Source: an optimization exercise on an open RTL-to-GDS flow (aim: small area, a short achievable clock period and few clock cycles). Production flows keep margins and buffers that such runs may drop.
The RTL was checked by simulation tests, not by an equivalence proof against the original design.
No activity file was given, so power comes from the tool's default toggle rates.

**flow/run.sh**
```bash
#!/bin/bash
# The standard layout with two changes:
#  - plain buffers on the ports in place of the delay-cell buffers buffer_ports
#    picks by default;
#  - clock tree synthesis without dummy loads (cells that only load clock nets to
#    even out their delays); its other arguments are the standard ones.
# Each tool's output goes to the ORFS logs under orfs/logs/; make's own output goes
# to make_finish.log here.
set -euo pipefail
export BUFFER_PORTS_ARGS="-buffer_cell sky130_fd_sc_hd__buf_1"
export CTS_ARGS="-sink_clustering_enable -repair_clock_nets -buf_list {sky130_fd_sc_hd__clkbuf_4 sky130_fd_sc_hd__clkbuf_8} -dont_use_dummy_load"
bash standard.sh finish > make_finish.log 2>&1
```
**config.mk**
```make
export PLATFORM = sky130hd
export DESIGN_NAME = char_draw_top
export DESIGN_NICKNAME = char_draw_top
export VERILOG_FILES = /design/flow/design.v
export SDC_FILE = /design/flow/constraint.sdc
export NUM_CORES = 4
export LEC_CHECK = 0
export ABC_AREA = 1
export CAP_MARGIN = 20
export CORE_MARGIN = 2
export CORE_UTILIZATION = 60
export CTS_BUF_LIST = sky130_fd_sc_hd__clkbuf_4 sky130_fd_sc_hd__clkbuf_8
export SETUP_SLACK_MARGIN = 3.0
export SLEW_MARGIN = 20
export SYNTH_MEMORY_MAX_BITS = 16384
export TNS_END_PERCENT = 5
```
**design.v**
```verilog
`timescale 1ns/1ps
package char_draw_pkg;
    localparam int GLYPH_COLS = 5;
    localparam int GLYPH_ROWS = 9;
    localparam int BOX_COLS = GLYPH_COLS + 1;
    localparam int BOX_ROWS = GLYPH_ROWS + 1;
    typedef logic [9:0]  pixel_x_t;       
    typedef logic [8:0]  pixel_y_t;       
    typedef logic [18:0] vga_addr_t;      
    typedef logic [7:0]  color_id_t;      
    typedef logic [7:0]  char_code_t;
    typedef logic [3:0]  glyph_size_t;    
    typedef logic [GLYPH_COLS-1:0] glyph_row_t;
    typedef logic [GLYPH_ROWS*GLYPH_COLS-1:0] glyph_bitmap_t;
    typedef enum logic [1:0] {
        MODE_PLACE    = 2'd0,    
        MODE_STYLE    = 2'd1,    
        MODE_FULL     = 2'd2,
        MODE_FULL_ALT = 2'd3
    } cmd_mode_e;
endpackage
`timescale 1ns/1ps
`timescale 1ns/1ps
module glyph_enc (
    input  logic [7:0] char_code,
    output logic [4:0] gidx
);
    always_comb begin
        case (char_code)
            8'h30: gidx = 5'd0;
            8'h31: gidx = 5'd1;
            8'h32: gidx = 5'd2;
            8'h33: gidx = 5'd3;
            8'h34: gidx = 5'd4;
            8'h35: gidx = 5'd5;
            8'h36: gidx = 5'd6;
            8'h37: gidx = 5'd7;
            8'h38: gidx = 5'd8;
            8'h39: gidx = 5'd9;
            8'h3A: gidx = 5'd10;
            8'h41: gidx = 5'd11;
            8'h43: gidx = 5'd12;
            8'h44: gidx = 5'd13;
            8'h45: gidx = 5'd14;
            8'h47: gidx = 5'd15;
            8'h49: gidx = 5'd16;
            8'h4B: gidx = 5'd17;
            8'h4C: gidx = 5'd18;
            8'h4D: gidx = 5'd19;
            8'h4E: gidx = 5'd20;
            8'h4F: gidx = 5'd0;
            8'h50: gidx = 5'd21;
            8'h52: gidx = 5'd22;
            8'h53: gidx = 5'd23;
            8'h54: gidx = 5'd24;
            8'h56: gidx = 5'd25;
            8'h59: gidx = 5'd26;
            default: gidx = 5'd27;   
        endcase
    end
endmodule
module glyph_rom(gidx, row, bits);
  input [4:0] gidx;
  wire [4:0] gidx;
  input [3:0] row;
  wire [3:0] row;
  output [4:0] bits;
  wire [4:0] bits;
  wire _000_;
  wire _001_;
  wire _002_;
  wire _003_;
  wire _004_;
  wire _005_;
  wire _006_;
  wire _007_;
  wire _008_;
  wire _009_;
  wire _010_;
  wire _011_;
  wire _012_;
  wire _013_;
  wire _014_;
  wire _015_;
  wire _016_;
  wire _017_;
  wire _018_;
  wire _019_;
  wire _020_;
  wire _021_;
  wire _022_;
  wire _023_;
  wire _024_;
  wire _025_;
  wire _026_;
  wire _027_;
  wire _028_;
  wire _029_;
  wire _030_;
  wire _031_;
  wire _032_;
  wire _033_;
  wire _034_;
  wire _035_;
  wire _036_;
  wire _037_;
  wire _038_;
  wire _039_;
  wire _040_;
  wire _041_;
  wire _042_;
  wire _043_;
  wire _044_;
  wire _045_;
  wire _046_;
  wire _047_;
  wire _048_;
  wire _049_;
  wire _050_;
  wire _051_;
  wire _052_;
  wire _053_;
  wire _054_;
  wire _055_;
  wire _056_;
  wire _057_;
  wire _058_;
  wire _059_;
  wire _060_;
  wire _061_;
  wire _062_;
  wire _063_;
  wire _064_;
  wire _065_;
  wire _066_;
  wire _067_;
  wire _068_;
  wire _069_;
  wire _070_;
  wire _071_;
  wire _072_;
  wire _073_;
  wire _074_;
  wire _075_;
  wire _076_;
  wire _077_;
  wire _078_;
  wire _079_;
  wire _080_;
  wire _081_;
  wire _082_;
  wire _083_;
  wire _084_;
  wire _085_;
  wire _086_;
  wire _087_;
  wire _088_;
  wire _089_;
  wire _090_;
  wire _091_;
  wire _092_;
  wire _093_;
  wire _094_;
  wire _095_;
  wire _096_;
  wire _097_;
  wire _098_;
  wire _099_;
  wire _100_;
  wire _101_;
  wire _102_;
  wire _103_;
  wire _104_;
  wire _105_;
  wire _106_;
  wire _107_;
  wire _108_;
  wire _109_;
  wire _110_;
  wire _111_;
  wire _112_;
  wire _113_;
  wire _114_;
  wire _115_;
  wire _116_;
  wire _117_;
  wire _118_;
  wire _119_;
  wire _120_;
  wire _121_;
  wire _122_;
  wire _123_;
  wire _124_;
  wire _125_;
  wire _126_;
  wire _127_;
  wire _128_;
  wire _129_;
  wire _130_;
  wire _131_;
  wire _132_;
  wire _133_;
  wire _134_;
  wire _135_;
  wire _136_;
  wire _137_;
  wire _138_;
  wire _139_;
  wire _140_;
  wire _141_;
  wire _142_;
  wire _143_;
  wire _144_;
  wire _145_;
  wire _146_;
  wire _147_;
  wire _148_;
  wire _149_;
  wire _150_;
  wire _151_;
  wire _152_;
  wire _153_;
  wire _154_;
  wire _155_;
  wire _156_;
  wire _157_;
  wire _158_;
  wire _159_;
  wire _160_;
  wire _161_;
  wire _162_;
  wire _163_;
  wire _164_;
  wire _165_;
  wire _166_;
  wire _167_;
  wire _168_;
  wire _169_;
  wire _170_;
  wire _171_;
  wire _172_;
  wire _173_;
  wire _174_;
  wire _175_;
  wire _176_;
  wire _177_;
  wire _178_;
  wire _179_;
  wire _180_;
  wire _181_;
  wire _182_;
  wire _183_;
  wire _184_;
  wire _185_;
  wire _186_;
  wire _187_;
  wire _188_;
  wire _189_;
  wire _190_;
  wire _191_;
  wire _192_;
  wire _193_;
  wire _194_;
  wire _195_;
  wire _196_;
  wire _197_;
  wire _198_;
  wire _199_;
  wire _200_;
  wire _201_;
  wire _202_;
  wire _203_;
  wire _204_;
  wire _205_;
  wire _206_;
  wire _207_;
  wire _208_;
  wire _209_;
  wire _210_;
  wire _211_;
  wire _212_;
  wire _213_;
  wire _214_;
  wire _215_;
  wire _216_;
  wire _217_;
  wire _218_;
  wire _219_;
  wire _220_;
  wire _221_;
  wire _222_;
  wire _223_;
  wire _224_;
  wire _225_;
  wire _226_;
  wire _227_;
  wire _228_;
  wire _229_;
  wire _230_;
  wire _231_;
  wire _232_;
  wire _233_;
  wire _234_;
  wire _235_;
  wire _236_;
  wire _237_;
  wire _238_;
  wire _239_;
  wire _240_;
  wire _241_;
  wire _242_;
  wire _243_;
  wire _244_;
  wire _245_;
  wire _246_;
  wire _247_;
  wire _248_;
  wire _249_;
  wire _250_;
  wire _251_;
  wire _252_;
  wire _253_;
  wire _254_;
  wire _255_;
  wire _256_;
  wire _257_;
  wire _258_;
  wire _259_;
  wire _260_;
  wire _261_;
  wire _262_;
  wire _263_;
  wire _264_;
  wire _265_;
  wire _266_;
  wire _267_;
  wire _268_;
  wire _269_;
  wire _270_;
  wire _271_;
  wire _272_;
  wire _273_;
  wire _274_;
  wire _275_;
  wire _276_;
  wire _277_;
  wire _278_;
  wire [44:0] bitmap;
  assign _049_ = 4'h1 >> { gidx[3], gidx[4] };
  assign _060_ = 4'h2 >> row[1:0];
  assign _071_ = 4'h4 >> { gidx[0], gidx[3] };
  assign _082_ = 4'h1 >> { gidx[1], gidx[2] };
  assign _093_ = 4'h8 >> { _082_, _071_ };
  assign _103_ = 4'h8 >> { gidx[2], gidx[3] };
  assign _114_ = 4'h4 >> { _103_, gidx[4] };
  assign _125_ = 4'h2 >> { gidx[3], gidx[4] };
  assign _135_ = 4'h1 >> { _125_, _114_ };
  assign _146_ = 4'h2 >> { _071_, gidx[2] };
  assign _157_ = 4'h8 >> { _146_, _135_ };
  assign _168_ = 4'h4 >> { _103_, gidx[0] };
  assign _179_ = 4'h1 >> { _168_, _093_ };
  assign _189_ = 4'h4 >> { _179_, _157_ };
  assign _200_ = 4'h2 >> { gidx[2], gidx[4] };
  assign _209_ = 4'h1 >> { _200_, _103_ };
  assign _210_ = 4'h8 >> { gidx[0], gidx[1] };
  assign _211_ = 4'h8 >> { _210_, _209_ };
  assign _212_ = 4'h8 >> { gidx[1], gidx[3] };
  assign _213_ = 4'h4 >> { _071_, gidx[4] };
  assign _214_ = 4'h1 >> { _213_, _212_ };
  assign _215_ = 4'h1 >> { _214_, _211_ };
  assign _216_ = 4'h2 >> { _215_, _189_ };
  assign _217_ = 4'h1 >> { gidx[0], gidx[1] };
  assign _218_ = 4'h4 >> { _217_, gidx[3] };
  assign _219_ = 4'h2 >> { _218_, _209_ };
  assign _220_ = 4'h8 >> { _219_, _216_ };
  assign _221_ = 4'h1 >> { _220_, _093_ };
  assign _222_ = 4'h2 >> { _221_, _060_ };
  assign _223_ = 4'h1 >> { _222_, _049_ };
  assign _224_ = 4'h2 >> row[3:2];
  assign _225_ = 4'h2 >> { _217_, row[0] };
  assign _226_ = 4'h4 >> row[1:0];
  assign _227_ = 4'h2 >> { _226_, gidx[2] };
  assign _228_ = 4'h4 >> { _227_, _210_ };
  assign _229_ = 4'h4 >> { _228_, _225_ };
  assign _230_ = 4'h2 >> { gidx[0], gidx[1] };
  assign _231_ = 4'h8 >> row[1:0];
  assign _232_ = 4'h4 >> { _231_, gidx[2] };
  assign _233_ = 4'h8 >> { _232_, _230_ };
  assign _234_ = 4'h2 >> { _233_, _049_ };
  assign _235_ = 4'h4 >> { _234_, _229_ };
  assign _236_ = 4'h2 >> { _235_, _224_ };
  assign _237_ = 4'h4 >> { _236_, _223_ };
  assign _238_ = 4'h1 >> { gidx[0], gidx[2] };
  assign _239_ = 4'h8 >> { _238_, _212_ };
  assign _240_ = 4'h8 >> { gidx[1], gidx[2] };
  assign _241_ = 4'h1 >> { _240_, _082_ };
  assign _242_ = 4'h2 >> { _241_, _071_ };
  assign _243_ = 4'h1 >> { _242_, _239_ };
  assign _244_ = 4'h1 >> row[1:0];
  assign _245_ = 4'h8 >> { _244_, _224_ };
  assign _246_ = 4'h8 >> { _245_, gidx[4] };
  assign _247_ = 4'h4 >> { _246_, _243_ };
  assign _248_ = 4'h8 >> { _224_, _060_ };
  assign _249_ = 4'h4 >> { gidx[2], gidx[4] };
  assign _250_ = 4'h8 >> { _249_, _218_ };
  assign _251_ = 4'h2 >> { gidx[0], gidx[3] };
  assign _252_ = 4'h8 >> { _251_, gidx[1] };
  assign _253_ = 4'h8 >> { _252_, _249_ };
  assign _254_ = 4'h1 >> { _253_, _250_ };
  assign _255_ = 4'h2 >> { _254_, _248_ };
  assign _256_ = 4'h1 >> { _255_, _247_ };
  assign _257_ = 4'h4 >> { _256_, _237_ };
  assign _258_ = 4'h1 >> row[3:2];
  assign _259_ = 4'h8 >> { _258_, _226_ };
  assign _260_ = 4'h8 >> { _209_, gidx[4] };
  assign _261_ = 4'h8 >> { _260_, _218_ };
  assign _262_ = 4'h1 >> { _261_, _239_ };
  assign _263_ = 4'h8 >> { _200_, _071_ };
  assign _264_ = 4'h2 >> { _263_, _262_ };
  assign _265_ = 4'h2 >> { gidx[2], gidx[3] };
  assign _266_ = 4'h8 >> { _265_, _210_ };
  assign _267_ = 4'h2 >> { _266_, _264_ };
  assign _268_ = 4'h2 >> { _267_, _216_ };
  assign _269_ = 4'h4 >> { _219_, _189_ };
  assign _270_ = 4'h1 >> { _269_, _268_ };
  assign _271_ = 4'h2 >> { _270_, _259_ };
  assign _272_ = 4'h8 >> { _240_, gidx[0] };
  assign _273_ = 4'h4 >> row[3:2];
  assign _274_ = 4'h8 >> { _273_, _060_ };
  assign _275_ = 4'h4 >> { _274_, gidx[4] };
  assign _276_ = 4'h4 >> { _275_, _272_ };
  assign _277_ = 4'h8 >> { _258_, _060_ };
  assign _278_ = 4'h1 >> { _277_, _276_ };
  assign _000_ = 4'h4 >> { gidx[3], gidx[4] };
  assign _001_ = 4'h4 >> { _000_, row[3] };
  assign _002_ = 4'h1 >> { _001_, _238_ };
  assign _003_ = 4'h1 >> { _002_, gidx[1] };
  assign _004_ = 4'h2 >> { _217_, gidx[2] };
  assign _005_ = 4'h1 >> { _004_, row[3] };
  assign _006_ = 4'h1 >> { _005_, gidx[3] };
  assign _007_ = 4'h1 >> { _082_, gidx[4] };
  assign _008_ = 4'h4 >> { _007_, _265_ };
  assign _009_ = 4'h1 >> { _008_, _006_ };
  assign _010_ = 4'h4 >> { _009_, _003_ };
  assign _011_ = 4'h1 >> { _010_, _278_ };
  assign _012_ = 4'h4 >> { _011_, _157_ };
  assign _013_ = 4'h1 >> { _272_, _238_ };
  assign _014_ = 4'h1 >> { _013_, gidx[3] };
  assign _015_ = 4'h1 >> { _014_, _266_ };
  assign _016_ = 4'h2 >> { _015_, _274_ };
  assign _017_ = 4'h4 >> { gidx[0], gidx[1] };
  assign _018_ = 4'h8 >> { _017_, _265_ };
  assign _019_ = 4'h8 >> { _273_, _244_ };
  assign _020_ = 4'h8 >> { _019_, _018_ };
  assign _021_ = 4'h8 >> { _258_, _231_ };
  assign _022_ = 4'h4 >> { _245_, _241_ };
  assign _023_ = 4'h1 >> { _022_, _021_ };
  assign _024_ = 4'h2 >> { _023_, _239_ };
  assign _025_ = 4'h1 >> { _024_, _020_ };
  assign _026_ = 4'h4 >> { _025_, _016_ };
  assign _027_ = 4'h1 >> { _251_, _213_ };
  assign _028_ = 4'h1 >> { _027_, gidx[2] };
  assign _029_ = 4'h8 >> { _240_, _071_ };
  assign _030_ = 4'h1 >> { _029_, _250_ };
  assign _031_ = 4'h4 >> { _030_, _028_ };
  assign _032_ = 4'h8 >> { _031_, _275_ };
  assign _033_ = 4'h8 >> { _032_, _026_ };
  assign _034_ = 4'h2 >> { _026_, gidx[4] };
  assign _035_ = 4'h1 >> { _034_, _033_ };
  assign _036_ = 4'h4 >> { _035_, _012_ };
  assign _037_ = 4'h4 >> { _036_, _271_ };
  assign bits[3] = 4'h7 >> { _037_, _257_ };
  assign _038_ = 4'h2 >> { _030_, _249_ };
  assign _039_ = 4'h8 >> { gidx[0], gidx[2] };
  assign _040_ = 4'h1 >> { _039_, _238_ };
  assign _041_ = 4'h2 >> { gidx[1], gidx[4] };
  assign _042_ = 4'h4 >> { _041_, _040_ };
  assign _043_ = 4'h1 >> { _042_, _252_ };
  assign _044_ = 4'h2 >> { _043_, _200_ };
  assign _045_ = 4'h1 >> { _019_, _093_ };
  assign _046_ = 4'h1 >> { _045_, gidx[4] };
  assign _047_ = 4'h1 >> { _046_, _044_ };
  assign _048_ = 4'h4 >> { _047_, _038_ };
  assign _050_ = 4'h4 >> { _243_, gidx[4] };
  assign _051_ = 4'h2 >> { _050_, _019_ };
  assign _052_ = 4'h4 >> { row[1], gidx[1] };
  assign _053_ = 4'h8 >> { _052_, _258_ };
  assign _054_ = 4'h1 >> { _231_, _082_ };
  assign _055_ = 4'h2 >> { _054_, _224_ };
  assign _056_ = 4'h1 >> { _055_, _053_ };
  assign _057_ = 4'h4 >> { _056_, _051_ };
  assign _058_ = 4'h1 >> { _057_, _048_ };
  assign _059_ = 4'h8 >> { _058_, _258_ };
  assign _061_ = 4'h1 >> { _059_, _245_ };
  assign _062_ = 4'h4 >> { _262_, _249_ };
  assign _063_ = 4'h1 >> { _062_, _000_ };
  assign _064_ = 4'h4 >> { _063_, _061_ };
  assign _065_ = 4'h8 >> { _000_, _272_ };
  assign _066_ = 4'h2 >> { _065_, _030_ };
  assign _067_ = 4'h8 >> { _066_, _026_ };
  assign _068_ = 4'h8 >> { _224_, row[1] };
  assign _069_ = 4'h4 >> { _068_, row[0] };
  assign _070_ = 4'h4 >> { _019_, _071_ };
  assign _072_ = 4'h1 >> { _070_, _069_ };
  assign _073_ = 4'h4 >> { _072_, _034_ };
  assign _074_ = 4'h1 >> { _073_, _067_ };
  assign _075_ = 4'h8 >> { _248_, _220_ };
  assign _076_ = 4'h1 >> { _011_, _255_ };
  assign _077_ = 4'h4 >> { _076_, _075_ };
  assign _078_ = 4'h8 >> { _238_, _049_ };
  assign _079_ = 4'h1 >> { _078_, _018_ };
  assign _080_ = 4'h4 >> { _079_, _260_ };
  assign _081_ = 4'h2 >> { _080_, _230_ };
  assign _083_ = 4'h8 >> { gidx[3], gidx[4] };
  assign _084_ = 4'h8 >> { _083_, _238_ };
  assign _085_ = 4'h1 >> { _084_, _093_ };
  assign _086_ = 4'h4 >> { _085_, _065_ };
  assign _087_ = 4'h4 >> { _086_, _081_ };
  assign _088_ = 4'h1 >> { _017_, _230_ };
  assign _089_ = 4'h1 >> { _088_, _135_ };
  assign _090_ = 4'h4 >> { _089_, _087_ };
  assign _091_ = 4'h1 >> { _090_, _250_ };
  assign _092_ = 4'h8 >> { _068_, row[0] };
  assign _094_ = 4'h4 >> { _092_, _091_ };
  assign _095_ = 4'h4 >> { _266_, gidx[4] };
  assign _096_ = 4'h1 >> { _095_, _263_ };
  assign _097_ = 4'h2 >> { _096_, _259_ };
  assign _098_ = 4'h1 >> { _097_, _094_ };
  assign _099_ = 4'h8 >> { _098_, _077_ };
  assign _100_ = 4'h4 >> { _099_, _074_ };
  assign bits[1] = 4'hb >> { _100_, _064_ };
  assign _101_ = 4'h2 >> { _088_, _249_ };
  assign _102_ = 4'h1 >> { _079_, gidx[1] };
  assign _104_ = 4'h1 >> { _102_, _101_ };
  assign _105_ = 4'h1 >> { _104_, _257_ };
  assign _106_ = 4'h1 >> { gidx[2], gidx[4] };
  assign _107_ = 4'h1 >> { _106_, _238_ };
  assign _108_ = 4'h2 >> { _107_, _248_ };
  assign _109_ = 4'h1 >> { _108_, _274_ };
  assign _110_ = 4'h4 >> { _109_, _105_ };
  assign _111_ = 4'h8 >> { _265_, gidx[4] };
  assign _112_ = 4'h1 >> { _111_, _213_ };
  assign _113_ = 4'h4 >> { _112_, bits[3] };
  assign _115_ = 4'h1 >> { _113_, _110_ };
  assign _116_ = 4'h2 >> { _077_, gidx[4] };
  assign _117_ = 4'h4 >> { _021_, _264_ };
  assign _118_ = 4'h1 >> { _117_, _011_ };
  assign _119_ = 4'h2 >> { _118_, _048_ };
  assign _120_ = 4'h4 >> { gidx[0], gidx[4] };
  assign _121_ = 4'h8 >> { _120_, _277_ };
  assign _122_ = 4'h2 >> { _087_, _069_ };
  assign _123_ = 4'h1 >> { _122_, _121_ };
  assign _124_ = 4'h4 >> { _123_, _058_ };
  assign _126_ = 4'h4 >> { _124_, _119_ };
  assign _127_ = 4'h4 >> { _126_, _116_ };
  assign bits[2] = 4'hb >> { _127_, _115_ };
  assign _128_ = 4'h8 >> { _120_, _082_ };
  assign _129_ = 4'h2 >> { _083_, _019_ };
  assign _130_ = 4'h4 >> { _129_, _128_ };
  assign _131_ = 4'h4 >> { _130_, _038_ };
  assign _132_ = 4'h1 >> { _048_, row[0] };
  assign _133_ = 4'h8 >> { gidx[1], gidx[4] };
  assign _134_ = 4'h4 >> { _133_, _071_ };
  assign _136_ = 4'h2 >> { _134_, _068_ };
  assign _137_ = 4'h8 >> { _136_, _179_ };
  assign _138_ = 4'h4 >> { _137_, _132_ };
  assign _139_ = 4'h1 >> { _138_, _131_ };
  assign _140_ = 4'h8 >> { _249_, _071_ };
  assign _141_ = 4'h1 >> { _140_, _238_ };
  assign _142_ = 4'h2 >> { _141_, gidx[1] };
  assign _143_ = 4'h2 >> { _142_, _043_ };
  assign _144_ = 4'h4 >> { _143_, _139_ };
  assign _145_ = 4'h4 >> { _104_, _268_ };
  assign _147_ = 4'h2 >> { _145_, _248_ };
  assign _148_ = 4'h8 >> { _066_, _245_ };
  assign _149_ = 4'h1 >> { _148_, _021_ };
  assign _150_ = 4'h2 >> { _013_, gidx[4] };
  assign _151_ = 4'h2 >> { _150_, _216_ };
  assign _152_ = 4'h4 >> { _151_, _149_ };
  assign _153_ = 4'h1 >> { _212_, gidx[2] };
  assign _154_ = 4'h8 >> { _153_, _107_ };
  assign _155_ = 4'h1 >> { _140_, _084_ };
  assign _156_ = 4'h4 >> { _155_, _253_ };
  assign _158_ = 4'h4 >> { _156_, _154_ };
  assign _159_ = 4'h4 >> { _158_, _261_ };
  assign _160_ = 4'h2 >> { _159_, _277_ };
  assign _161_ = 4'h1 >> { _160_, _152_ };
  assign _162_ = 4'h8 >> { _014_, _230_ };
  assign _163_ = 4'h8 >> { _040_, _125_ };
  assign _164_ = 4'h8 >> { _249_, _212_ };
  assign _165_ = 4'h1 >> { _164_, _266_ };
  assign _166_ = 4'h4 >> { _165_, _163_ };
  assign _167_ = 4'h4 >> { _166_, _162_ };
  assign _169_ = 4'h2 >> { _167_, _274_ };
  assign _170_ = 4'h4 >> { _086_, _071_ };
  assign _171_ = 4'h2 >> { _170_, gidx[1] };
  assign _172_ = 4'h4 >> { _000_, gidx[1] };
  assign _173_ = 4'h2 >> { _172_, _080_ };
  assign _174_ = 4'h4 >> { _173_, _171_ };
  assign _175_ = 4'h2 >> { _174_, _259_ };
  assign _176_ = 4'h1 >> { _175_, _169_ };
  assign _177_ = 4'h8 >> { _176_, _161_ };
  assign _178_ = 4'h4 >> { _177_, _147_ };
  assign bits[0] = 4'hb >> { _178_, _144_ };
  assign _180_ = 4'h4 >> { _058_, gidx[2] };
  assign _181_ = 4'h8 >> { _162_, row[3] };
  assign _182_ = 4'h1 >> { _181_, _089_ };
  assign _183_ = 4'h8 >> { _182_, _161_ };
  assign _184_ = 4'h4 >> { _060_, row[2] };
  assign _185_ = 4'h4 >> { _184_, _183_ };
  assign _186_ = 4'h4 >> { _083_, _082_ };
  assign _187_ = 4'h1 >> { _052_, _232_ };
  assign _188_ = 4'h4 >> { _187_, _031_ };
  assign _190_ = 4'h8 >> { _052_, _213_ };
  assign _191_ = 4'h4 >> { _106_, _088_ };
  assign _192_ = 4'h2 >> { _191_, _224_ };
  assign _193_ = 4'h4 >> { _192_, _190_ };
  assign _194_ = 4'h4 >> { _193_, _188_ };
  assign _195_ = 4'h4 >> { _026_, _023_ };
  assign _196_ = 4'h8 >> { _195_, _048_ };
  assign _197_ = 4'h1 >> { _196_, _194_ };
  assign _198_ = 4'h1 >> { _197_, _186_ };
  assign _199_ = 4'h8 >> { _274_, _268_ };
  assign _201_ = 4'h8 >> { _106_, _212_ };
  assign _202_ = 4'h2 >> { _266_, _259_ };
  assign _203_ = 4'h4 >> { _202_, _201_ };
  assign _204_ = 4'h4 >> { _203_, _157_ };
  assign _205_ = 4'h1 >> { _204_, _131_ };
  assign _206_ = 4'h4 >> { _205_, _199_ };
  assign _207_ = 4'h4 >> { _206_, _198_ };
  assign _208_ = 4'h4 >> { _207_, _185_ };
  assign bits[4] = 4'h1 >> { _208_, _180_ };
  assign bitmap[18] = 1'h0;
endmodule
`timescale 1ns/1ps
`timescale 1ns/1ps
`timescale 1ns/1ps
`timescale 1ns/1ps
module char_draw_top #(
    parameter int SCREEN_W = 640,
    parameter int SCREEN_H = 480
) (
    input  logic                       clk,
    input  logic                       rst,
    input  char_draw_pkg::pixel_x_t    x,
    input  char_draw_pkg::pixel_y_t    y,
    input  char_draw_pkg::char_code_t  code,
    input  char_draw_pkg::glyph_size_t size,
    input  logic [1:0]                 mode,
    input  char_draw_pkg::color_id_t   idata_fg,
    input  char_draw_pkg::color_id_t   idata_bg,
    input  logic                       idata_vld,
    output logic                       odone,
    output char_draw_pkg::vga_addr_t   oaddr,
    output char_draw_pkg::color_id_t   odata,
    output logic                       owren
);
    char_draw_pkg::pixel_x_t      origin_x;
    char_draw_pkg::pixel_y_t      origin_y;
    char_draw_pkg::char_code_t    char_code;
    char_draw_pkg::glyph_size_t   glyph_size;
    char_draw_pkg::color_id_t     fg_color;
    char_draw_pkg::color_id_t     bg_color;
    logic        busy;        
    localparam int IW = 4;   
    localparam int IN = 3;   
    logic [IN-1:0] init;      
    logic [1:0]  nb_cy;       
    logic [11:0] base_a;      
    logic [11:0] base_b;      
    logic [11:0] base_c;      
    logic [4:0]  gidx;        
    logic [4:0]  gidx_d;
    logic        scan_vld;    
    logic        first_row;   
    logic        row_cy;      
    logic        lo_wrap;     
    logic [2:0]  hi_step;     
    logic [3:0]  hi_low;      
    logic [8:0]  hi_tog;      
    logic [11:0] hi_next;     
    logic [3:0]  sx;          
    logic [2:0]  col;         
    logic [3:0]  sy;          
    logic [3:0]  rrow;        
    logic [4:0]  gbits;       
    logic        s_rowstart;  
    logic        s_bit;       
    logic [4:0]  rom_bits;
    logic        accept;
    logic        row_end;
    logic        last_pix;
    assign accept   = idata_vld && !busy;
    always_comb begin
        if (!scan_vld)
            hi_step = 3'd0;
        else if (s_rowstart)
            hi_step = first_row ? 3'd0 : row_cy ? 3'd4 : 3'd5;
        else
            hi_step = {2'b00, lo_wrap};
    end
    assign hi_low    = {1'b0, oaddr[9:7]} + {1'b0, hi_step};
    assign hi_tog[0] = 1'b1;
    for (genvar i = 1; i < 9; i++) begin : g_tog
        assign hi_tog[i] = &oaddr[10+i-1:10];
    end
    assign hi_next   = {oaddr[18:10] ^ (hi_tog & {9{hi_low[3]}}), hi_low[2:0]};
    logic [IW+1:0] chunk_sum [IN];
    logic [1:0]    cy_sel;
    always_comb begin
        cy_sel = 2'd0;
        for (int k = 0; k < IN; k++) begin
            chunk_sum[k] = (IW+2)'(base_a[IW*k +: IW]) + (IW+2)'(base_b[IW*k +: IW])
                         + (IW+2)'(base_c[IW*k +: IW]) + (IW+2)'(k == 0 ? 2'd0 : nb_cy);
            cy_sel = cy_sel | (init[k] ? chunk_sum[k][IW+1:IW] : 2'd0);
        end
    end
    assign base_a   = {1'b0, origin_y, 2'b00};
    assign base_b   = {3'b000, origin_y};
    assign base_c   = {9'd0, origin_x[9:7]};
    assign row_end  = (col == 3'd5) && (sx == 4'd0);
    assign last_pix = row_end && (sy == 4'd0) && (rrow == 4'd10);
    always_ff @(posedge clk) begin
        if (rst) begin
            origin_x  <= '0;
            origin_y  <= '0;
            char_code <= '0;
        end else if (accept && mode != 2'd1) begin
            origin_x  <= x;
            origin_y  <= y;
            char_code <= code;
        end
    end
    always_ff @(posedge clk) begin
        if (!busy) begin
            glyph_size <= size;
            fg_color   <= idata_fg;
            bg_color   <= idata_bg;
        end
    end
    always_ff @(posedge clk) begin
        if (rst) begin
            busy     <= 1'b0;
            init     <= '0;
            scan_vld <= 1'b0;
            owren    <= 1'b0;
            odone    <= 1'b0;
        end else begin
            init  <= {init[IN-2:0], accept && mode != 2'd0};
            owren <= scan_vld;
            odone <= scan_vld && last_pix;
            if (accept && mode != 2'd0)
                busy <= 1'b1;
            else if (scan_vld && last_pix)
                busy <= 1'b0;
            if (init[IN-1])
                scan_vld <= 1'b1;
            else if (last_pix)
                scan_vld <= 1'b0;
        end
    end
    glyph_enc u_glyph_enc (
        .char_code (char_code),
        .gidx      (gidx_d)
    );
    glyph_rom u_glyph_rom (
        .gidx (gidx),
        .row  (rrow),
        .bits (rom_bits)
    );
    always_ff @(posedge clk) begin
        gidx <= gidx_d;
    end
    always_ff @(posedge clk) begin
        if (init[IN-1]) begin
            sx         <= glyph_size;
            col        <= 3'd0;
            sy         <= glyph_size;
            rrow       <= 4'd0;
            gbits      <= 5'd0;
            s_rowstart <= 1'b1;
            s_bit      <= 1'b0;
        end else begin
            gbits      <= rom_bits;
            s_rowstart <= row_end;
            if (sx == 4'd0) begin
                sx <= glyph_size;
                if (row_end) begin
                    col   <= 3'd0;
                    s_bit <= 1'b0;
                    if (sy == 4'd0) begin
                        sy <= glyph_size;
                    end else begin
                        sy <= sy - 4'd1;
                    end
                end else begin
                    col   <= col + 3'd1;
                    s_bit <= gbits[3'd4 - col];
                    if (col == 3'd4 && sy == 4'd0)
                        rrow <= rrow + 4'd1;
                end
            end else begin
                sx <= sx - 4'd1;
            end
        end
    end
    always_ff @(posedge clk) begin
        nb_cy <= cy_sel;
        oaddr[18:7] <= hi_next;
        for (int k = 0; k < IN; k++) begin
            if (init[k])
                oaddr[7+IW*k +: IW] <= chunk_sum[k][IW-1:0];
        end
        if (scan_vld && s_rowstart) begin
            oaddr[6:0] <= origin_x[6:0];
            lo_wrap    <= origin_x[6:0] == 7'h7f;
        end else begin
            oaddr[6:0] <= oaddr[6:0] + 7'd1;
            lo_wrap    <= oaddr[6:0] == 7'h7e;
        end
        if (init[0])
            first_row <= 1'b1;
        else if (scan_vld && s_rowstart)
            first_row <= 1'b0;
        if (s_rowstart)
            row_cy <= 1'b0;
        else if (scan_vld && lo_wrap)
            row_cy <= 1'b1;
        odata <= s_bit ? fg_color : bg_color;
    end
endmodule
```
**standard.sh**
```bash
#!/bin/bash
# synth_recipe.tcl (not shown) runs the flow's synth.tcl, then flattens the netlist and writes it again
# the make line also repeats each setting of config.mk as NAME=value (left out here)
make -C /OpenROAD-flow-scripts/flow DESIGN_CONFIG=/design/flow/config.mk WORK_HOME=/design/flow/orfs CLKGATE_MAP_FILE= SYNTH_SCRIPT=/design/flow/synth_recipe.tcl "${@:-finish}"
```
**constraint.sdc**
```tcl
create_clock -name core_clock -period 5.0 [get_ports {clk}]
set_input_delay 1.0000 -clock core_clock [delete_from_list [all_inputs] [get_ports {clk}]]
set_output_delay 1.0000 -clock core_clock [all_outputs]
set_load 0.01 [all_outputs]
```
==> impl_metrics.py, run 1 <==
metrics = {
    "floorplan": {
        "die_y_um": 105,
        "core_area_um2": 9820,
        "std_cell_rows": 36,
        "die-area_um2": 11000,
        "initial_utilization": 0.623,
        "chipWidth_um": 105,
        "ioPinCount": 81,
    },
    "timing": {
        "max_slew_margin": 0.526,
        "rsz0062_at_grt": "yes",
        "period_minus_slack_ns": 2.02,
        "fin_worst_skew_ns": 0.0199,
        "final_hold_viol_count": 0,
        "report.final.setup_viol": 0,
        "max_freq_ghz": 0.496,
        "setup_total_negative_slack_ns": 0,
        "fraction_of_the_cycle_the_final_worst_path_needs": 0.403,
        "postLayoutSetupSlackWorst_ns": 2.98,
        "worst_pin_slew_ns": 0.710,
        "report.final.slew_viol_count": 0,
    },
    "synth": {
        "seq_area_frac_synth": 0.409,
        "synth-warning-count": 3,
        "synth_area_per_cell_um2": 7.81,
        "mappedNetlistNets": 880,
        "ys_types": 53,
        "synth_seq_cells": 113,
        "synth_largest_area_cell": "dfxtp_1",
        "yosys_most_used_dff": "dfxtp_1",
        "mappedNetlistArea_um2": 6120,
        "number_of_synthesized_flops_with_an_enable_pin": 24,
        "synth_top_cells_by_area": "dfxtp_1 29%, edfxtp_1 12%, nand2_1 10%",
        "synthDominantCellAreaShare": 0.291,
        "ffs_w_async_s_r_synth": 0,
        "synthesis.instances": 783,
    },
    "cts": {
        "cts_buffer_depth": 2,
        "clk-insertion-delay-late_ns": 0.42,
        "cts.sinks": 113,
        "cts_buffers": 17,
        "clock-root-buffer": "clkbuf_8",
        "worst_setup_hold_path_clk_slew_ns": 0.06,
        "cts_hold_buffers": 0,
        "cts_tree": "done",
        "htreeDepth": 4,
    },
    "finish": {
        "final_area_um2": 7090,
        "area_growth_syn_to_layout_pct": 15.9,
        "finish.utilization": 0.722,
        "most_frequent_cells_in_the_layout": "159 x nand2_1, 80 x inv_1, 80 x buf_1",
        "final_nets": 981,
        "antenna_cells_inserted": 0,
        "final_common_cell": "nand2_1",
        "layout-drive-gt1-share": 0.134,
    },
    "worst_setup_path": {
        "critical_path_arrival_ns": 1.02,
        "critical_path.n_buffers_inverters": 1,
        "timing.reg2reg.worst_path_depth": 11,
        "startpoint_type_of_the_worst_setup_path": "register",
        "cell_by_cell_trace_of_the_critical_path": "buf_1",
        "required_ns": 4.00,
        "critPathMaxFanout": 4,
        "end_kind": "output port",
        "rr_startpoint": "gidx[1]$_SDFF_PP1_",
        "cpMaxStageDelayCell": "dfxtp_1",
        "reg2reg_to": "gbits[2]$_SDFF_PP0_",
        "crit_path_end": "oaddr[11]",
        "path_delay_family": "flip-flops",
        "worst-setup-path-type": "reg -> out",
        "rrSetupSlack_ns": 3.05,
        "critical_path.startpoint": "oaddr[11]$_DFF_P_",
        "critical_path.max_stage_delay_ns": 0.42,
        "cp_num_cells": 1,
    },
    "flow_run": {
        "max_cap_violations": 0,
    },
    "global_routing": {
        "first_pass_grt_wire_length_mm": 25.3,
        "number_of_global_route_vias_before_repair": 5470,
        "overflow": 0,
        "grt_max_degree": 29,
        "grt_usage": 0.287,
        "antenna_found_initial": 0,
    },
    "route": {
        "routed_wirelength_mm": 15.8,
        "drc_violations": 0,
        "vias_after_detailed_routing": 5679,
        "postRouteAntennaNets": 0,
        "post_drt_via_cell_ratio": 5.60,
        "initial_drt_markers": 451,
        "drt_first_pass_iters": 5,
        "routedWlPerCell_um": 15.5,
    },
    "power_and_ir_drop": {
        "vdd.ir_drop.worst_uv": 339,
        "power.static_leakage_nw": 3.18,
        "pwr_density_cell_nw_per_um2": 361,
    },
    "place": {
        "standard_cell_area_after_detailed_placement_um2": 6500,
        "dp_hpwl_mm": 11.4,
        "globalplace.congestion": 1.01,
        "preCtsSetupSlack_ns": 2.24,
        "buffers_on_ports": 80,
    },
    "status": {
        "run_status": "timing/DRC/antenna clean",
    },
    "min_path": {
        "worstHoldPathType": "reg -> reg",
    },
}
[Yosys cell counts (4+ instances only)]
cell,number
a21oi_1,34
a31oi_1,4
clkbuf_1,11
dfxtp_1,89
edfxtp_1,24
fa_1,7
ha_1,38
inv_1,89
inv_2,5
nand2_1,165
nand2_2,5
nand3_1,48
nand3_2,4
nand4_1,13
nor2_1,77
nor2_2,6
nor2_4,4
nor3_1,9
o21ai_0,77
o21ai_1,8
o22ai_1,5
o31ai_1,4
xnor2_1,6
xor2_1,7
[through the flow]
step | hold WS, ns | std cells | power [mW]
6_report | 0.412 | 1015 | 2.56
4_1_cts | 0.416 | 1005 | 2.53
3_5_place_dp | 0.417 | 980 | 1.92
5_1_grt | 0.434 | 1015 | 2.72
2_1_floorplan | 0.389 | 783 | 1.71
3_3_place_gp | 0.407 | 980 | 1.89
[cell families after synthesis]
kind of cell | share of synthesized area
buffers and inverters | 0.0744
and+or+nand+nor | 0.250
DFF | 0.409
AOI/OAI and AO/OA | 0.147
xor gates and xnor gates | 0.0186
adders and majority gates | 0.101
[state kept, by name (all words and copies together) (netlist names), 5 cells and up]
register,count
bg_color,8
char_code,8
fg_color,8
gbits,5
gidx,5
oaddr,19
odata,8
origin_x,10
origin_y,9
[metal layers]
metal,part of all wire,track usage,vias to the layer above
met5,0,0,-
met4,0.016,0.102,0
met3,0.084,0.0923,26
met2,0.49,0.468,247
met1,0.41,0.355,2597
li1,-,-,2809
[power by group]
group	internal (mW)	switching, mW
Combinational	0.268	0.466
Clock	0.297	0.292
Sequential	1.10	0.135
[final cells by class]
type | count | area, µm²
Sequential cell | 113 | 2530
Tap cell | 133 | 166
Fill cell | 800 | 2730
Clock buffer | 17 | 234
Inverter | 97 | 392
Timing Repair inverter | 2 | 15.0
Multi-Input combinational cell | 557 | 3320
Timing Repair Buffer | 96 | 433
[how the worst min path moves through the flow]
stage                                     to  cells past startpoint                       from
final                     gidx[2]$_SDFF_PP0_                      1  char_code[7]$_SDFFE_PP0P_
after global routing      gidx[2]$_SDFF_PP0_                      1  char_code[7]$_SDFFE_PP0P_
after CTS                 gidx[2]$_SDFF_PP0_                      1  char_code[7]$_SDFFE_PP0P_
after detailed placement  gidx[2]$_SDFF_PP0_                      1  char_code[7]$_SDFFE_PP0P_
after global placement    gidx[2]$_SDFF_PP0_                      1  char_code[7]$_SDFFE_PP0P_
after floorplan           gidx[2]$_SDFF_PP0_                      1  char_code[7]$_SDFFE_PP0P_
[repair_timing]
item                       in CTS  in global routing
gates resized for setup        21                 51
setup endpoints to repair      40                 25
cloned                          2                  0
pin swaps                       2                  6
setup buffers                   6                 10
Testbench counts, summed over its fixed seeds: cycles 175,420.
==> run 2: changes to the inputs <==
--- a/config.mk
+++ b/config.mk
@@ -8,3 +8,3 @@
 export ABC_AREA = 1
-export CAP_MARGIN = 20
+export CAP_MARGIN = 0
 export CORE_MARGIN = 2
@@ -13,4 +13,3 @@
 export SETUP_SLACK_MARGIN = 3.0
-export SLEW_MARGIN = 20
+export SLEW_MARGIN = 0
 export SYNTH_MEMORY_MAX_BITS = 16384
-export TNS_END_PERCENT = 5
==> run 2 against run 1 <==
Against the previous run: highest routed layer unchanged; design area is 1.3% higher; fmax up 2.7%; still clean on timing, DRC and antenna; clock skew barely moved; largest power group unchanged; sequential power hardly changed; clock power hardly changed.
==> impl_metrics.py, run 2 <==
metrics = {
    "place": {
        "globalplace.congestion": 1.01,
        "standard_cell_area_after_detailed_placement_um2": 6500,
        "buffers_on_ports": 80,
        "placed_cells": 980,
        "dp_hpwl_mm": 11.4,
        "preCtsSetupSlack_ns": 2.24,
    },
    "min_path": {
        "timing.hold.worst_endpoint": "gidx[2]$_SDFF_PP0_",
        "worstHoldPathType": "reg -> reg",
        "hold_start": "char_code[7]$_SDFFE_PP0P_",
        "hold_path_stages": 1,
    },
    "finish": {
        "most_frequent_cells_in_the_layout": "155 x nand2_1, 80 x inv_1, 71 x o21ai_0",
        "final_nets": 985,
        "final_area_um2": 7180,
        "biggest_registers_after_layout": "oaddr: 19 flops, origin_x: 10 flops, origin_y: 9 flops",
        "non_filler_instances": 1019,
        "finish.utilization": 0.732,
        "fillers": 798,
        "final_common_cell": "nand2_1",
        "flip_flop_count_of_the_largest_register_all_copies_and_words_added": 19,
        "layout-drive-gt1-share": 0.172,
        "max_flop_register": "oaddr",
        "antenna_cells_inserted": 0,
        "area_growth_syn_to_layout_pct": 17.4,
    },
    "worst_setup_path": {
        "cell_by_cell_trace_of_the_critical_path": "buf_1",
        "timing.reg2reg.worst_path_depth": 12,
        "critical_path_arrival_ns": 0.96,
        "path_delay_family": "flip-flops",
        "rr_startpoint": "gidx[2]$_SDFF_PP0_",
        "end_kind": "output port",
        "cpMaxStageDelayCell": "dfxtp_1",
        "critical_path.max_stage_delay_ns": 0.35,
        "worst-setup-path-type": "reg -> out",
        "critical_path.n_buffers_inverters": 1,
        "startpoint_type_of_the_worst_setup_path": "register",
        "critPathMaxFanout": 2,
        "rrSetupSlack_ns": 3.06,
        "reg2reg_to": "gbits[2]$_SDFF_PP0_",
        "required_ns": 4.00,
    },
    "floorplan": {
        "die-area_um2": 11000,
        "ioPinCount": 81,
        "initial_utilization": 0.623,
        "chipWidth_um": 105,
        "die_y_um": 105,
        "std_cell_rows": 36,
        "core_area_um2": 9820,
    },
    "power_and_ir_drop": {
        "pwr_density_cell_nw_per_um2": 359,
        "post-layout-total-power_mw": 2.58,
        "power.static_leakage_nw": 3.23,
        "vdd.ir_drop.worst_uv": 331,
    },
    "cts": {
        "cts.sinks": 113,
        "cts_tree": "done",
        "worst_setup_hold_path_clk_slew_ns": 0.06,
        "cts_buffer_depth": 2,
        "cts_buffers": 17,
        "cts_hold_buffers": 0,
        "htreeDepth": 4,
        "clk-insertion-delay-late_ns": 0.42,
        "clock-root-buffer": "clkbuf_8",
    },
    "route": {
        "routedWlPerCell_um": 15.6,
        "vias_after_detailed_routing": 5728,
        "routed_wirelength_mm": 15.9,
        "post_drt_via_cell_ratio": 5.62,
        "initial_drt_markers": 416,
        "drc_violations": 0,
        "drt_first_pass_iters": 5,
        "postRouteAntennaNets": 0,
    },
    "timing": {
        "timing.hold.ws_ns": 0.412,
        "report.final.setup_viol": 0,
        "rsz0062_at_grt": "yes",
        "final_hold_viol_count": 0,
        "worst_pin_slew_ns": 0.726,
        "max_freq_ghz": 0.509,
        "setup_total_negative_slack_ns": 0,
        "max_slew_margin": 0.516,
        "postLayoutSetupSlackWorst_ns": 3.04,
        "report.final.slew_viol_count": 0,
        "period_minus_slack_ns": 1.96,
        "fin_worst_skew_ns": 0.0198,
        "fraction_of_the_cycle_the_final_worst_path_needs": 0.393,
    },
    "global_routing": {
        "antenna_found_initial": 0,
        "grt_usage": 0.289,
        "grt_max_degree": 29,
        "overflow": 0,
        "number_of_global_route_vias_before_repair": 5495,
        "first_pass_grt_wire_length_mm": 25.5,
    },
    "synth": {
        "mappedNetlistArea_um2": 6120,
        "cell_with_the_most_instances_after_synthesis": "nand2_1",
        "synth_seq_cells": 113,
        "ys_types": 53,
        "mappedNetlistNets": 880,
        "synth_area_per_cell_um2": 7.81,
        "seq_area_frac_synth": 0.409,
        "ffs_w_async_s_r_synth": 0,
        "synth_top_cells_by_area": "dfxtp_1 29%, edfxtp_1 12%, nand2_1 10%",
        "number_of_synthesized_flops_with_an_enable_pin": 24,
        "synthDominantCellAreaShare": 0.291,
        "synth-warning-count": 3,
        "synthesis.instances": 783,
        "synth_largest_area_cell": "dfxtp_1",
        "ys_top_cells_by_count": "165 x nand2_1, 89 x dfxtp_1, 89 x inv_1",
        "yosys_most_used_dff": "dfxtp_1",
    },
    "status": {
        "run_status": "timing/DRC/antenna clean",
    },
    "flow_run": {
        "max_cap_violations": 0,
    },
}
-- run 2: cell counts after synthesis --
Identical to the previous run, type by type.
-- run 2: how the worst max path moves through the flow --
stage,startpoint,endpoint,slack (ns),cells past startpoint
5_1_grt,gidx[1]$_SDFF_PP1_,gbits[2]$_SDFF_PP0_,2.94,16
3_3_place_gp,idata_vld,char_code[6]$_SDFFE_PP0P_,2.33,6
2_1_floorplan,idata_vld,char_code[0]$_SDFFE_PP0P_,3.07,6
3_5_place_dp,mode[1],char_code[5]$_SDFFE_PP0P_,2.24,6
6_report,oaddr[9]$_DFF_P_,oaddr[9],3.04,1
4_1_cts,gidx[2]$_SDFF_PP0_,gbits[2]$_SDFF_PP0_,3.00,12
-- run 2: timing repair --
item	CTS	global route
cloned	2	0
gates resized for setup	38	67
setup endpoints to repair	40	22
pin swaps	6	11
buffers inserted	12	8
-- run 2: where the power goes --
part	internal (mW)	total (mW)	switching [mW]
clock network	0.296	0.587	0.290
registers	1.11	1.24	0.135
logic	0.277	0.752	0.475
total	1.68	2.58	0.901
-- run 2: final cells by class --
class / count / area (µm²) / area share
sequential: 113 / 2540 / 0.354
multi-input combinational: 557 / 3360 / 0.468
timing repair inverter: 2 / 15.0 / 0.00209
clock buffer: 17 / 234 / 0.0326
inverter: 97 / 392 / 0.0545
tap: 133 / 166 / 0.0232
timing repair buffer: 100 / 475 / 0.0662
-- run 2: kinds of logic after synthesis --
logic type | count (synthesis) | synth area share
adders and majority gates | 45 | 0.101
buffers and inverters | 113 | 0.0744
AOI/OAI and AO/OA | 157 | 0.147
xor gates and xnor gates | 13 | 0.0186
and+or+nand+nor | 342 | 0.250
DFF | 113 | 0.409
-- run 2: layer usage --
layer,vias up,routed length [µm],GRT usage
li1,2812,-,-
met1,2627,6420,0.358
met3,33,1350,0.0911
met4,0,333,0.102
met2,256,7820,0.475
met5,-,0,0
==> run 3: changes to the inputs <==
--- a/config.mk
+++ b/config.mk
@@ -8,8 +8,8 @@
 export ABC_AREA = 1
-export CAP_MARGIN = 0
+export CAP_MARGIN = 20
 export CORE_MARGIN = 2
-export CORE_UTILIZATION = 60
+export CORE_UTILIZATION = 50
 export CTS_BUF_LIST = sky130_fd_sc_hd__clkbuf_4 sky130_fd_sc_hd__clkbuf_8
 export SETUP_SLACK_MARGIN = 3.0
-export SLEW_MARGIN = 0
+export SLEW_MARGIN = 20
 export SYNTH_MEMORY_MAX_BITS = 16384
==> run 3 against run 2 <==
Against the previous run: synthesized area did not move; largest power group unchanged; non-clock buffer count up 4; clock power rose by 0.7%; register-to-register slack is essentially flat; sequential power about the same.
==> impl_metrics.py, run 3 <==
metrics = {
    "synth": {
        "compound_cell_area_share_of_the_yosys_netlist": 0.147,
        "synth_seq_cells": 113,
        "synth_largest_area_cell": "dfxtp_1",
        "mappedNetlistNets": 880,
        "synth_simple_gate_area_frac": 0.250,
        "ys_types": 53,
        "cell_with_the_most_instances_after_synthesis": "nand2_1",
        "synth.area.mux_share": 0,
        "synthDominantCellAreaShare": 0.291,
        "ys_top_cells_by_count": "165 x nand2_1, 89 x dfxtp_1, 89 x inv_1",
        "synth-warning-count": 3,
        "synth_area_per_cell_um2": 7.81,
        "number_of_synthesized_flops_with_an_enable_pin": 24,
        "ffs_w_async_s_r_synth": 0,
        "post_synth_fa_ha_maj_area_fraction": 0.101,
        "yosys_most_used_dff": "dfxtp_1",
        "synth_top_cells_by_area": "dfxtp_1 29%, edfxtp_1 12%, nand2_1 10%",
        "synthesis.instances": 783,
        "synth_top_family_by_area": "simple AND/OR/NAND/NOR gates",
        "mappedNetlistArea_um2": 6120,
        "seq_area_frac_synth": 0.409,
        "synth_xor_area_frac": 0.0186,
    },
    "global_routing": {
        "grt_max_degree": 29,
        "first_pass_grt_wire_length_mm": 26.0,
        "grt_usage": 0.251,
        "number_of_global_route_vias_before_repair": 5543,
        "antenna_found_initial": 0,
        "overflow": 0,
    },
    "cts": {
        "cts_tree": "done",
        "worst_setup_hold_path_clk_slew_ns": 0.05,
        "cts_buffers": 17,
        "cts.sinks": 113,
        "clk-insertion-delay-late_ns": 0.41,
        "clock-root-buffer": "clkbuf_8",
        "cts_buffer_depth": 2,
        "htreeDepth": 4,
    },
    "finish": {
        "most_frequent_cells_in_the_layout": "155 x nand2_1, 80 x inv_1, 75 x o21ai_0",
        "non_filler_instances": 1037,
        "final_common_cell": "nand2_1",
        "max_flop_register": "oaddr",
        "area_growth_syn_to_layout_pct": 18.3,
        "final_nets": 989,
        "biggest_registers_after_layout": "oaddr: 19 flops, origin_x: 10 flops, origin_y: 9 flops",
        "layout-drive-gt1-share": 0.178,
        "flip_flop_count_of_the_largest_register_all_copies_and_words_added": 19,
        "finish.utilization": 0.605,
        "antenna_cells_inserted": 0,
        "fillers": 1067,
        "final_area_um2": 7240,
    },
    "route": {
        "drc_violations": 0,
        "routedWlPerCell_um": 15.5,
        "vias_after_detailed_routing": 5703,
        "initial_drt_markers": 403,
        "routed_wirelength_mm": 16.1,
        "postRouteAntennaNets": 0,
        "post_drt_via_cell_ratio": 5.50,
        "drt_first_pass_iters": 5,
    },
    "worst_setup_path": {
        "end_kind": "output port",
        "critical_path.n_buffers_inverters": 1,
        "required_ns": 4.00,
        "worst-setup-path-type": "reg -> out",
        "critical_path.max_stage_delay_ns": 0.37,
        "startpoint_type_of_the_worst_setup_path": "register",
        "critPathMaxFanout": 3,
        "path_delay_family": "flip-flops",
        "critical_path_arrival_ns": 0.95,
        "cpMaxStageDelayCell": "dfxtp_1",
        "cell_by_cell_trace_of_the_critical_path": "buf_2",
    },
    "timing": {
        "period_minus_slack_ns": 1.95,
        "report.final.setup_viol": 0,
        "max_slew_margin": 0.535,
        "final_hold_viol_count": 0,
        "rsz0062_at_grt": "yes",
        "worst_pin_slew_ns": 0.696,
        "max_freq_ghz": 0.514,
        "fraction_of_the_cycle_the_final_worst_path_needs": 0.389,
        "report.final.slew_viol_count": 0,
        "setup_total_negative_slack_ns": 0,
        "timing.hold.ws_ns": 0.389,
        "fin_worst_skew_ns": 0.0140,
    },
    "place": {
        "dp_hpwl_mm": 11.7,
        "globalplace.congestion": 0.978,
        "standard_cell_area_after_detailed_placement_um2": 6520,
        "placed_cells": 994,
        "buffers_on_ports": 80,
    },
    "power_and_ir_drop": {
        "vdd.ir_drop.worst_uv": 205,
        "power.static_leakage_nw": 3.28,
        "pwr_density_cell_nw_per_um2": 357,
    },
    "floorplan": {
        "chipWidth_um": 115,
        "core_area_um2": 12000,
        "std_cell_rows": 40,
        "initial_utilization": 0.512,
        "die-area_um2": 13100,
        "ioPinCount": 81,
        "die_y_um": 115,
    },
    "min_path": {
        "worstHoldPathType": "reg -> reg",
    },
    "flow_run": {
        "max_cap_violations": 0,
    },
    "status": {
        "run_status": "timing/DRC/antenna clean",
    },
}
[run 3: cell counts after synthesis]
Identical to the previous run, type by type.
[run 3: layout make-up]
cell class,instances,area (µm²),area share
timing repair inverter,2,15.0,0.00207
multi-input combinational,557,3360,0.464
clock buffer,17,234,0.0323
tap,147,184,0.0254
sequential,113,2540,0.351
timing repair buffer,104,519,0.0717
inverter,97,390,0.0539
[run 3: final timing paths]
path / slack, ns / endpoint / cells after the start / from
hold reg to reg: 0.39 / gidx[2]$_SDFF_PP0_ / 1 / char_code[7]$_SDFFE_PP0P_
hold / removal: 0.39 / gidx[2]$_SDFF_PP0_ / 1 / char_code[7]$_SDFFE_PP0P_
setup / recovery: 3.05 / oaddr[8] / 1 / oaddr[8]$_DFF_P_
setup reg to reg: 3.06 / gbits[1]$_SDFF_PP0_ / 13 / gidx[1]$_SDFF_PP1_
[run 3: per-layer routing]
metal	vias to the layer above	track usage	wire, µm
met1	2596	0.313	6700
met3	48	0.0635	1050
met2	245	0.406	7810
met4	0	0.120	552
li1	2814	-	-
met5	-	0	0
[run 3: timing repair]
action	in CTS	in global routing
resized for setup	41	64
gates cloned	2	0
pin swaps	7	12
setup endpoints to repair	41	25
buffers inserted	17	7
endpoints found under the hold margin	0	0
hold buffers	0	0
[run 3: metrics by stage]
| step | power [mW] | setup WS [ns] |
|---|---|---|
| 2_1_floorplan | 1.71 | 3.07 |
| 3_3_place_gp | 1.90 | 2.30 |
| 3_5_place_dp | 1.92 | 2.19 |
| 4_1_cts | 2.55 | 2.99 |
| 5_1_grt | 2.76 | 2.97 |
| 6_report | 2.58 | 3.05 |
[run 3: where the power goes]
group / switching, mW / internal [mW] / leakage (nW) / total [mW]
clock: 0.294 / 0.297 / 0.122 / 0.591
combinational: 0.467 / 0.288 / 2.18 / 0.754
sequential: 0.132 / 1.11 / 0.980 / 1.24
[run 3: cells by family after synthesis]
group / after synthesis
flip-flops: 113
AND/OR/NAND/NOR: 342
adder cells (fa/ha/maj): 45
buffers and inverters: 113
XOR/XNOR: 13
AO/OA/AOI/OAI: 157
[run 3: worst reg2reg max path, stage by stage (launching register included)]
cell	delay, ns
dfxtp_4	0.38
clkinvlp_4	0.18
buf_6	0.17
ha_1	0.18
inv_2	0.09
o22ai_4	0.09
nor2_2	0.14
o21bai_2	0.12
nand3_1	0.09
nand2_1	0.09
a21oi_2	0.13
nand3_1	0.07
nand2_1	0.07
inv_1	0.05
==> run 4: changes to the inputs <==
--- a/config.mk
+++ b/config.mk
@@ -10,3 +10,3 @@
 export CORE_MARGIN = 2
-export CORE_UTILIZATION = 50
+export CORE_UTILIZATION = 65
 export CTS_BUF_LIST = sky130_fd_sc_hd__clkbuf_4 sky130_fd_sc_hd__clkbuf_8
==> run 4 against run 3 <==
Against the previous run: still clean on timing, DRC and antenna; first-iteration DRC count rose by 43%; final cell count is 2.8% lower; fmax down 3.2%; critical path depth unchanged.
==> impl_metrics.py, run 4 <==
metrics = {
    "global_routing": {
        "grt_usage": 0.339,
        "first_pass_grt_wire_length_mm": 26.7,
        "grt_max_degree": 29,
        "overflow": 0,
        "antenna_found_initial": 0,
        "number_of_global_route_vias_before_repair": 5680,
    },
    "synth": {
        "synthDominantCellAreaShare": 0.291,
        "ys_top_cells_by_count": "165 x nand2_1, 89 x dfxtp_1, 89 x inv_1",
        "synth_largest_area_cell": "dfxtp_1",
        "synth_seq_cells": 113,
        "yosys_most_used_dff": "dfxtp_1",
        "cell_with_the_most_instances_after_synthesis": "nand2_1",
        "mappedNetlistArea_um2": 6120,
        "post_synth_fa_ha_maj_area_fraction": 0.101,
        "synth_top_cells_by_area": "dfxtp_1 29%, edfxtp_1 12%, nand2_1 10%",
        "ys_types": 53,
        "synth-warning-count": 3,
        "synth_area_per_cell_um2": 7.81,
        "synthesis.instances": 783,
        "compound_cell_area_share_of_the_yosys_netlist": 0.147,
        "mappedNetlistNets": 880,
        "ffs_w_async_s_r_synth": 0,
        "number_of_synthesized_flops_with_an_enable_pin": 24,
        "synth_xor_area_frac": 0.0186,
        "synth.area.mux_share": 0,
        "synth_simple_gate_area_frac": 0.250,
        "seq_area_frac_synth": 0.409,
        "synth_top_family_by_area": "simple AND/OR/NAND/NOR gates",
    },
    "finish": {
        "biggest_registers_after_layout": "oaddr: 19 flops, origin_x: 10 flops, origin_y: 9 flops",
        "final_common_cell": "nand2_1",
        "final_nets": 996,
        "combined_area_of_the_multi_input_logic_cells_um2": 3430,
        "final_area_um2": 7300,
        "area_growth_syn_to_layout_pct": 19.3,
        "antenna_cells_inserted": 0,
        "layout-drive-gt1-share": 0.188,
        "max_flop_register": "oaddr",
        "fillers": 578,
        "most_frequent_cells_in_the_layout": "153 x nand2_1, 77 x inv_1, 74 x buf_1",
        "seqCellArea_um2": 2540,
        "flip_flop_count_of_the_largest_register_all_copies_and_words_added": 19,
    },
    "route": {
        "post_drt_via_cell_ratio": 6.11,
        "drc_violations": 0,
        "routedWlPerCell_um": 18.3,
        "drt_first_pass_iters": 6,
        "initial_drt_markers": 575,
        "vias_after_detailed_routing": 6158,
        "postRouteAntennaNets": 0,
        "routed_wirelength_mm": 18.5,
    },
    "floorplan": {
        "core_area_um2": 9200,
        "die-area_um2": 10200,
        "die_y_um": 101,
        "chipWidth_um": 101,
        "std_cell_rows": 35,
        "ioPinCount": 81,
        "initial_utilization": 0.665,
    },
    "power_and_ir_drop": {
        "vdd.ir_drop.worst_uv": 228,
        "post-layout-total-power_mw": 2.68,
        "pwr_density_cell_nw_per_um2": 367,
        "power.static_leakage_nw": 3.32,
    },
    "worst_setup_path": {
        "cell_by_cell_trace_of_the_critical_path": "buf_1",
        "rrSetupSlack_ns": 3.01,
        "critical_path.n_buffers_inverters": 1,
        "startpoint_type_of_the_worst_setup_path": "register",
        "timing.reg2reg.worst_path_depth": 10,
        "required_ns": 4.00,
        "critical_path_arrival_ns": 1.01,
        "rr_startpoint": "rrow[1]$_SDFFE_PP0P_",
        "critPathMaxFanout": 2,
        "end_kind": "output port",
        "critical_path.max_stage_delay_ns": 0.38,
        "worst-setup-path-type": "reg -> out",
        "path_delay_family": "flip-flops",
        "cpMaxStageDelayCell": "dfxtp_1",
        "reg2reg_to": "gbits[2]$_SDFF_PP0_",
    },
    "timing": {
        "setup_total_negative_slack_ns": 0,
        "period_minus_slack_ns": 2.01,
        "fin_worst_skew_ns": 0.0230,
        "final_hold_viol_count": 0,
        "report.final.slew_viol_count": 0,
        "max_slew_margin": 0.508,
        "worst_pin_slew_ns": 0.737,
        "rsz0062_at_grt": "yes",
        "max_freq_ghz": 0.497,
        "report.final.setup_viol": 0,
        "fraction_of_the_cycle_the_final_worst_path_needs": 0.402,
    },
    "cts": {
        "cts_tree": "done",
        "htreeDepth": 4,
        "cts_hold_buffers": 0,
        "cts.sinks": 113,
        "cts_buffers": 17,
        "cts_buffer_depth": 2,
        "worst_setup_hold_path_clk_slew_ns": 0.08,
        "clock-root-buffer": "clkbuf_8",
        "clk-insertion-delay-late_ns": 0.42,
    },
    "min_path": {
        "timing.hold.worst_endpoint": "odata[1]$_DFF_P_",
        "hold_path_stages": 2,
        "hold_start": "fg_color[1]$_DFFE_PN_",
        "worstHoldPathType": "reg -> reg",
    },
    "place": {
        "buffers_on_ports": 80,
        "standard_cell_area_after_detailed_placement_um2": 6470,
        "dp_hpwl_mm": 11.6,
        "globalplace.congestion": 1.01,
    },
    "flow_run": {
        "max_cap_violations": 0,
    },
    "status": {
        "run_status": "timing/DRC/antenna clean",
    },
}
## run 4: changes by cell type in the layout (fill, tap and decap cells not counted), moves of 4 or more
cell	before	now
buf_1	65	74
dfxtp_2	14	10
clkbuf_2	11	6
buf_4	21	29
buf_2	4	0
## run 4: cell families after synthesis
group,count (synthesis)
and+or+nand+nor,342
adders and majority gates,45
AOI/OAI and AO/OA,157
xor gates and xnor gates,13
DFF,113
buffers and inverters,113
## run 4: cell type report
type                       instances  share of cell area
timing repair buffer             110              0.0748
clock buffer                      17              0.0321
sequential                       113               0.348
multi-input combinational        557               0.471
timing repair inverter             3             0.00274
inverter                          97              0.0532
tap                              111              0.0190
## run 4: how the worst max path moves through the flow
stage                                     start                         to  slack (ns)  depth (start not counted)
after floorplan                       idata_vld  char_code[0]$_SDFFE_PP0P_        3.07                          6
after global placement                idata_vld  char_code[6]$_SDFFE_PP0P_        2.35                          6
after detailed placement              idata_vld  char_code[1]$_SDFFE_PP0P_        2.13                          6
after CTS                         sx[0]$_DFF_P_       rrow[3]$_SDFFE_PP0P_        3.00                         11
after global routing      scan_vld$_SDFFE_PP0P_          oaddr[18]$_DFF_P_        2.94                         14
final                          oaddr[9]$_DFF_P_                   oaddr[9]        2.99                          1
## run 4: per-layer routing
metal  share of wire  track usage  vias to the layer above
met1            0.39        0.406                     2864
met3           0.078       0.0714                       78
met5               0            0                        -
met4           0.043        0.158                        0
met2            0.49        0.585                      383
li1                -            -                     2833
## run 4: tightest hold or removal path, cell delays in order, from the launching register on
cell and delay (ns):
edfxtp_1 0.32, nand2_1 0.05, nand2_1 0.05
## run 4: report_power, final
| part | leakage, nW | internal, mW | switching (mW) |
|---|---|---|---|
| clock network | 0.122 | 0.298 | 0.321 |
| registers | 0.981 | 1.10 | 0.147 |
| logic | 2.22 | 0.294 | 0.515 |
## run 4: stage by stage
stage	setup slack, ns	cells	hold slack, ns	util
final	2.99	1008	0.425	0.793
after floorplan	3.07	783	0.389	-
after detailed placement	2.13	958	0.413	0.704
after global routing	2.94	1008	0.439	0.793
after CTS	3.00	994	0.431	0.758
after global placement	2.35	958	0.404	0.704
## run 4: repair_timing
item                                    CTS  global route
endpoints found under the setup margin   41            30
gates cloned                              2             1
buffers inserted                         17            13
gates resized for setup                  48            65
pin swaps                                 5            15
==> run 5: changes to the inputs <==
--- a/config.mk
+++ b/config.mk
@@ -10,3 +10,3 @@
 export CORE_MARGIN = 2
-export CORE_UTILIZATION = 65
+export CORE_UTILIZATION = 60
 export CTS_BUF_LIST = sky130_fd_sc_hd__clkbuf_4 sky130_fd_sc_hd__clkbuf_8
==> run 5 against run 4 <==
Against the previous run: worst setup slack gained 0.047 ns; global-route usage shrank 5.0 points; count of clock-buffer cells in the layout is the same; final cell count grew 1.1%; design area shrank 1.6%; register-to-register slack gained 0.05 ns; sequential power is essentially flat; synthesized cell count is the same; highest routed layer unchanged.
==> impl_metrics.py, run 5 <==
metrics = {
    "synth": {
        "seq_area_frac_synth": 0.409,
        "yosys_most_used_dff": "dfxtp_1",
        "ffs_w_async_s_r_synth": 0,
        "ys_top_cells_by_count": "165 x nand2_1, 89 x dfxtp_1, 89 x inv_1",
        "ys_types": 53,
        "synth_top_cells_by_area": "dfxtp_1 29%, edfxtp_1 12%, nand2_1 10%",
        "synth_seq_cells": 113,
        "compound_cell_area_share_of_the_yosys_netlist": 0.147,
        "synthDominantCellAreaShare": 0.291,
        "synthesis.instances": 783,
        "mappedNetlistArea_um2": 6120,
    },
    "cts": {
        "worst_setup_hold_path_clk_slew_ns": 0.06,
        "htreeDepth": 4,
        "cts_buffers": 17,
        "clk-insertion-delay-late_ns": 0.42,
        "cts_tree": "done",
        "cts_buffer_depth": 2,
    },
    "worst_setup_path": {
        "startpoint_type_of_the_worst_setup_path": "register",
        "critical_path.n_buffers_inverters": 1,
        "path_delay_family": "flip-flops",
        "end_kind": "output port",
        "critical_path.startpoint": "oaddr[9]$_DFF_P_",
        "worst-setup-path-type": "reg -> out",
        "reg2reg_to": "gbits[2]$_SDFF_PP0_",
        "timing.reg2reg.worst_path_depth": 12,
        "critical_path_arrival_ns": 0.96,
        "critPathMaxFanout": 2,
    },
    "timing": {
        "fraction_of_the_cycle_the_final_worst_path_needs": 0.393,
        "timing.hold.ws_ns": 0.412,
        "rsz0062_at_grt": "yes",
        "worst_pin_slew_ns": 0.726,
        "fin_worst_skew_ns": 0.0198,
        "setup_total_negative_slack_ns": 0,
        "report.final.slew_viol_count": 0,
    },
    "route": {
        "drc_violations": 0,
        "routedWlPerCell_um": 15.6,
        "postRouteAntennaNets": 0,
    },
    "place": {
        "preCtsSetupSlack_ns": 2.24,
    },
    "power_and_ir_drop": {
        "vdd.ir_drop.worst_uv": 331,
    },
    "flow_run": {
        "max_cap_violations": 0,
    },
    "status": {
        "run_status": "timing/DRC/antenna clean",
    },
    "floorplan": {
        "die-area_um2": 11000,
        "chipWidth_um": 105,
        "std_cell_rows": 36,
        "core_area_um2": 9820,
    },
    "finish": {
        "final_nets": 985,
        "most_frequent_cells_in_the_layout": "155 x nand2_1, 80 x inv_1, 71 x o21ai_0",
        "fillers": 798,
    },
    "min_path": {
        "hold_start": "char_code[7]$_SDFFE_PP0P_",
    },
}
-- run 5: final cells by class --
| cell class | count | area, µm² | area share |
|---|---|---|---|
| inverters | 97 | 392 | 0.0545 |
| clock buffers | 17 | 234 | 0.0326 |
| well taps | 133 | 166 | 0.0232 |
| repair inverters | 2 | 15.0 | 0.00209 |
| repair buffers | 100 | 475 | 0.0662 |
| flip-flops and latches | 113 | 2540 | 0.354 |
| multi-input cells | 557 | 3360 | 0.468 |
-- run 5: logic make-up after synthesis --
group,count (synthesis)
AO/OA/AOI/OAI,157
buffers and inverters,113
AND/OR/NAND/NOR,342
flip-flops,113
adder cells (fa/ha/maj),45
XOR/XNOR,13
-- run 5: worst max path at each step --
stage | endpoint | slack, ns | depth (start not counted)
after global placement | char_code[6]$_SDFFE_PP0P_ | 2.33 | 6
final | oaddr[9] | 3.04 | 1
after global routing | gbits[2]$_SDFF_PP0_ | 2.94 | 16
after CTS | gbits[2]$_SDFF_PP0_ | 3.00 | 12
after floorplan | char_code[0]$_SDFFE_PP0P_ | 3.07 | 6
after detailed placement | char_code[5]$_SDFFE_PP0P_ | 2.24 | 6
-- run 5: per-stage QoR --
step | instances | utilization | power (mW) | cell area [µm²]
floorplan | 783 | - | 1.71 | 6120
global placement | 980 | 0.662 | 1.89 | 6500
detailed placement | 980 | 0.662 | 1.92 | 6500
CTS | 1011 | 0.707 | 2.54 | 6950
global route | 1019 | 0.732 | 2.75 | 7180
finish | 1019 | 0.732 | 2.58 | 7180
-- run 5: repair_timing --
item | in CTS | in global routing
gates cloned | 2 | 0
setup endpoints to repair | 40 | 22
hold buffers | 0 | 0
gates resized for setup | 38 | 67
setup buffers | 12 | 8
pin swaps | 6 | 11
-- run 5: metal layers --
metal  track usage  up-vias  part of all wire
li1              -     2812                 -
met1         0.358     2627              0.40
met2         0.475      256              0.49
met3        0.0911       33             0.085
met4         0.102        0             0.021
met5             0        -                 0
-- run 5: power breakdown --
part | internal [mW] | switching, mW
sequential | 1.11 | 0.135
clock | 0.296 | 0.290
combinational | 0.277 | 0.475
total | 1.68 | 0.901

Check on run 5: ideal ports give 3.037 ns setup slack; a clkbuf_16 on the clock port and buf_2 on the inputs give 2.999 ns; moving port delays by the midpoint clock arrival (0.452 ns) as well gives 2.801 ns.
